Context: an optimization exercise on an open-source flow, tuned for small area. The choices shown serve that exercise and are no tape-out recipe. Only simulation tests tie the RTL to the original design; equivalence was not proved. No activity file was given, so power comes from the tool's default toggle rates. No driver is modelled on the clock port, so clocking that relies on it looks cheaper here than on a real chip.

## exp/violet
// game_top
module game_top (
    input  logic        clock,
    input  logic        reset,
    input  logic        keyboard_ready,
    input  logic [2:0]  keyboard_data,
    output logic        key_read_fin,
    input  logic        psel,
    input  logic        penable,
    input  logic        pwrite,
    input  logic [11:0] paddr,
    input  logic [31:0] pwdata,
    output logic [31:0] prdata,
    output logic        pready,
    output logic        pslverr
);
    localparam int N  = game_pkg::ring_slots;
    localparam int WB = game_pkg::word_bits;
    localparam int NB = game_pkg::big_slots;
    localparam logic [2:0] S_IDLE  = 3'd0;
    localparam logic [2:0] S_SPACE = 3'd1;    
    localparam logic [2:0] S_RTGT  = 3'd2;    
    localparam logic [2:0] S_WSRC  = 3'd3;    
    localparam logic [2:0] S_WTGT  = 3'd4;    
    logic [N*WB-1:0] ring;           
    logic [WB-1:0]   head_word;
    logic [WB-1:0]   back_word;      
    logic [3:0]      hh, hv;         
    logic [6:0]      head_idx;
    logic            filling;
    assign head_word = ring[WB-1:0];
    assign head_idx  = {hv, 3'b000} + {2'b00, hv, 1'b0} + {3'b000, hh};
    always_ff @(posedge clock) begin
        ring <= {back_word, ring[N*WB-1:WB]};
    end
    always_ff @(posedge clock) begin
        if (reset) begin
            hh      <= 4'd0;
            hv      <= 4'd0;
            filling <= 1'b1;
        end else begin
            if (hv == 4'd4 && hh == 4'd9) begin    
                hh <= 4'd4;
                hv <= 4'd5;
            end else if (hh == 4'd9) begin
                hh <= 4'd0;
                hv <= (hv == 4'd9) ? 4'd0 : hv + 4'd1;
                if (hv == 4'd9) filling <= 1'b0;
            end else begin
                hh <= hh + 4'd1;
            end
        end
    end
    logic [NB-1:0] b_val;
    logic [6:0]    b_idx [NB];
    logic [NB-1:0] b_hi;             
    logic [NB-1:0] b_match;
    logic [NB-1:0] b_free;           
    logic          b_full;
    logic [1:0]    head_hi;
    logic [6:0]    head_t;
  ...
Size in the first run: about 1200 cells after synthesis, ~650 flip-flops.
export LEC_CHECK = 0
export ABC_AREA = 1
export CAP_MARGIN = 20
export CORE_MARGIN = 2
export CORE_UTILIZATION = 65
export SLEW_MARGIN = 20
create_clock -name core_clock -period 10.0 [get_ports {clock}]
standard.sh (not shown) runs the stock make flow with config.mk's settings and CLKGATE_MAP_FILE= SYNTH_SCRIPT=/design/flow/synth_recipe.tcl, a recipe that flattens the netlist after the stock synthesis.
==> flow/flow/run.sh <==
#!/bin/bash
# The standard layout with three changes that only affect how the cells are chosen:
#  - synthesis maps the logic with an area-only ABC script (flow/abc_area.script);
#    registers, their names and cell types are those of the standard synthesis;
#  - the clock tree uses large clusters of clkbuf_16 and no dummy loads;
#  - the port buffers are buf_1.
# Each tool's output goes to standard.log (make) in this folder.
set -euo pipefail
W=$PWD
{
  echo "proc abc {args} {"
  echo "  set i [lsearch -exact \$args -script]"
  echo "  set args [lreplace \$args \$i [expr {\$i + 1}] -script $W/flow/abc_area.script]"
  echo "  yosys abc {*}\$args"
  echo "}"
  cat synth_recipe.tcl
} > area_synth.tcl
sed "s|SYNTH_SCRIPT=[^ ]*|SYNTH_SCRIPT=$W/area_synth.tcl|" standard.sh > area_standard.sh
export CTS_ARGS="-sink_clustering_enable -repair_clock_nets -buf_list sky130_fd_sc_hd__clkbuf_16 -sink_clustering_size 40 -sink_clustering_max_diameter 60 -dont_use_dummy_load"
export BUFFER_PORTS_ARGS="-buffer_cell sky130_fd_sc_hd__buf_1"
bash area_standard.sh > standard.log 2>&1
==> flow/flow/abc_area.script <==
strash
dch
map -a
mfs2
strash
dch
map -a
mfs2
strash
dch
map -a
topo
Relative to exp/violet, the following input files were edited for exp/nickel:
# exp/violet
export LEC_CHECK = 0
export ABC_AREA = 1
export CAP_MARGIN = 20
export CORE_MARGIN = 2
export CORE_UTILIZATION = 65
export SLEW_MARGIN = 20
create_clock -name core_clock -period 10.0 [get_ports {clock}]
# exp/nickel
export LEC_CHECK = 0
export ABC_AREA = 1
export CAP_MARGIN = 20
export CORE_MARGIN = 2
export CORE_UTILIZATION = 65
export CTS_BUF_LIST = sky130_fd_sc_hd__clkbuf_4
export CTS_CLUSTER_DIAMETER = 40
export CTS_CLUSTER_SIZE = 12
export SLEW_MARGIN = 20
create_clock -name core_clock -period 10.0 [get_ports {clock}]
==> flow/run.sh (new file) <==
#!/bin/bash
# synth_recipe.tcl (not shown) runs the flow's synth.tcl, then flattens the netlist and writes it again
# the make line also repeats each setting of config.mk as NAME=value (left out here)
make -C /OpenROAD-flow-scripts/flow DESIGN_CONFIG=/design/flow/config.mk WORK_HOME=/design/flow/orfs CLKGATE_MAP_FILE= SYNTH_SCRIPT=/design/flow/synth_recipe.tcl finish
removed: flow/flow/run.sh
removed: flow/flow/abc_area.script
removed: flow/standard.sh
## What came out
exp/nickel finished end to end and its layout was clean on timing, DRC and antenna.
Going from exp/violet to exp/nickel, the height of the chip was found to have gone up by 1.9%.
On global-route wire length before repair, the lower figure sits with exp/violet, not exp/nickel.
Compared with exp/violet, met3 wirelength from detailed routing in exp/nickel increased by more than 10%.
Between exp/violet and exp/nickel, the post-route minimum period is higher for exp/violet.
#### Input delta (exp/xenon over exp/nickel)
# exp/nickel
export LEC_CHECK = 0
export ABC_AREA = 1
export CAP_MARGIN = 20
export CORE_MARGIN = 2
export CORE_UTILIZATION = 65
export CTS_BUF_LIST = sky130_fd_sc_hd__clkbuf_4
export CTS_CLUSTER_DIAMETER = 40
export CTS_CLUSTER_SIZE = 12
export SLEW_MARGIN = 20
create_clock -name core_clock -period 10.0 [get_ports {clock}]
# exp/xenon
export LEC_CHECK = 0
export ABC_AREA = 1
export CAP_MARGIN = 20
export CORE_MARGIN = 2
export CORE_UTILIZATION = 65
export CTS_BUF_LIST = sky130_fd_sc_hd__clkbuf_2
export CTS_CLUSTER_SIZE = 10
export SLEW_MARGIN = 20
create_clock -name core_clock -period 10.0 [get_ports {clock}]
==> flow/flow/run.sh (new file) <==
#!/bin/bash
# Standard layout, with a dummy-load-free clock tree of large clusters and single-drive port buffers.
export CTS_ARGS="-sink_clustering_enable -repair_clock_nets -buf_list sky130_fd_sc_hd__clkbuf_16 -sink_clustering_size 40 -sink_clustering_max_diameter 70 -dont_use_dummy_load"
export BUFFER_PORTS_ARGS="-buffer_cell sky130_fd_sc_hd__buf_1"
bash standard.sh > standard.log 2>&1
==> flow/standard.sh (new file) <==
#!/bin/bash
# synth_recipe.tcl (not shown) runs the flow's synth.tcl, then flattens the netlist and writes it again
# the make line also repeats each setting of config.mk as NAME=value (left out here)
make -C /OpenROAD-flow-scripts/flow DESIGN_CONFIG=/design/flow/config.mk WORK_HOME=/design/flow/orfs CLKGATE_MAP_FILE= SYNTH_SCRIPT=/design/flow/synth_recipe.tcl "${@:-finish}"
removed: flow/run.sh
[summary]
NOTE: pre-CTS setup slack in exp/xenon exceeds that of exp/nickel. Of exp/xenon and exp/nickel, the lower clock power belongs to exp/xenon. exp/xenon against exp/nickel: area after detailed placement went down, final critical-path share of the clock period went down. Going from exp/nickel to exp/xenon, sequential cell fraction of total power grows by 1.7 points. exp/xenon vs exp/nickel — final antenna diode count dropped 5. Final net count in exp/xenon is about 3% lower than in exp/nickel. Final cell count without fillers down 4.0% in exp/xenon wrt exp/nickel. Of exp/xenon and exp/nickel, the run reporting the higher switching power as a share of total power was exp/nickel. Going from exp/nickel to exp/xenon, fraction of area in multi-input gates grows by 0.39 points. Measured against each other, exp/xenon and exp/nickel differ in fmax, the lower figure coming from exp/nickel.

==> afterwards: timing with drivers on the ports <==
How much do the figures lean on ideal ports? The routed layouts below were timed once more, with nothing changed but the port constraints. Step 1, drivers: a clkbuf_16 drives clock and a buf_2 each remaining input, both assumed. Step 2 moves the port delays by t, midway between the first and last clock arrival at a register: inputs arrive t later, outputs are due t later. That takes back most of the time a late clock gives input paths. a / b / c = ideal / step 1 / step 2; a / b = the first two.
| run | t, ns | slack for setup (ns) | clock arrival spread, ns | slew at the worst register clock pin (ns) |
|---|---|---|---|---|
| exp/violet | 0.585 | 2.077 / 2.032 / 2.617 | 0.066 / 0.066 | 0.12 / 0.12 |
| exp/nickel | 0.708 | 2.965 / 2.920 / 3.535 | 0.066 / 0.065 | 0.12 / 0.12 |
| exp/xenon | 0.578 | 3.595 / 3.546 / 4.115 | 0.046 / 0.046 | 0.13 / 0.13 |
After both steps every run listed still meets setup and hold.
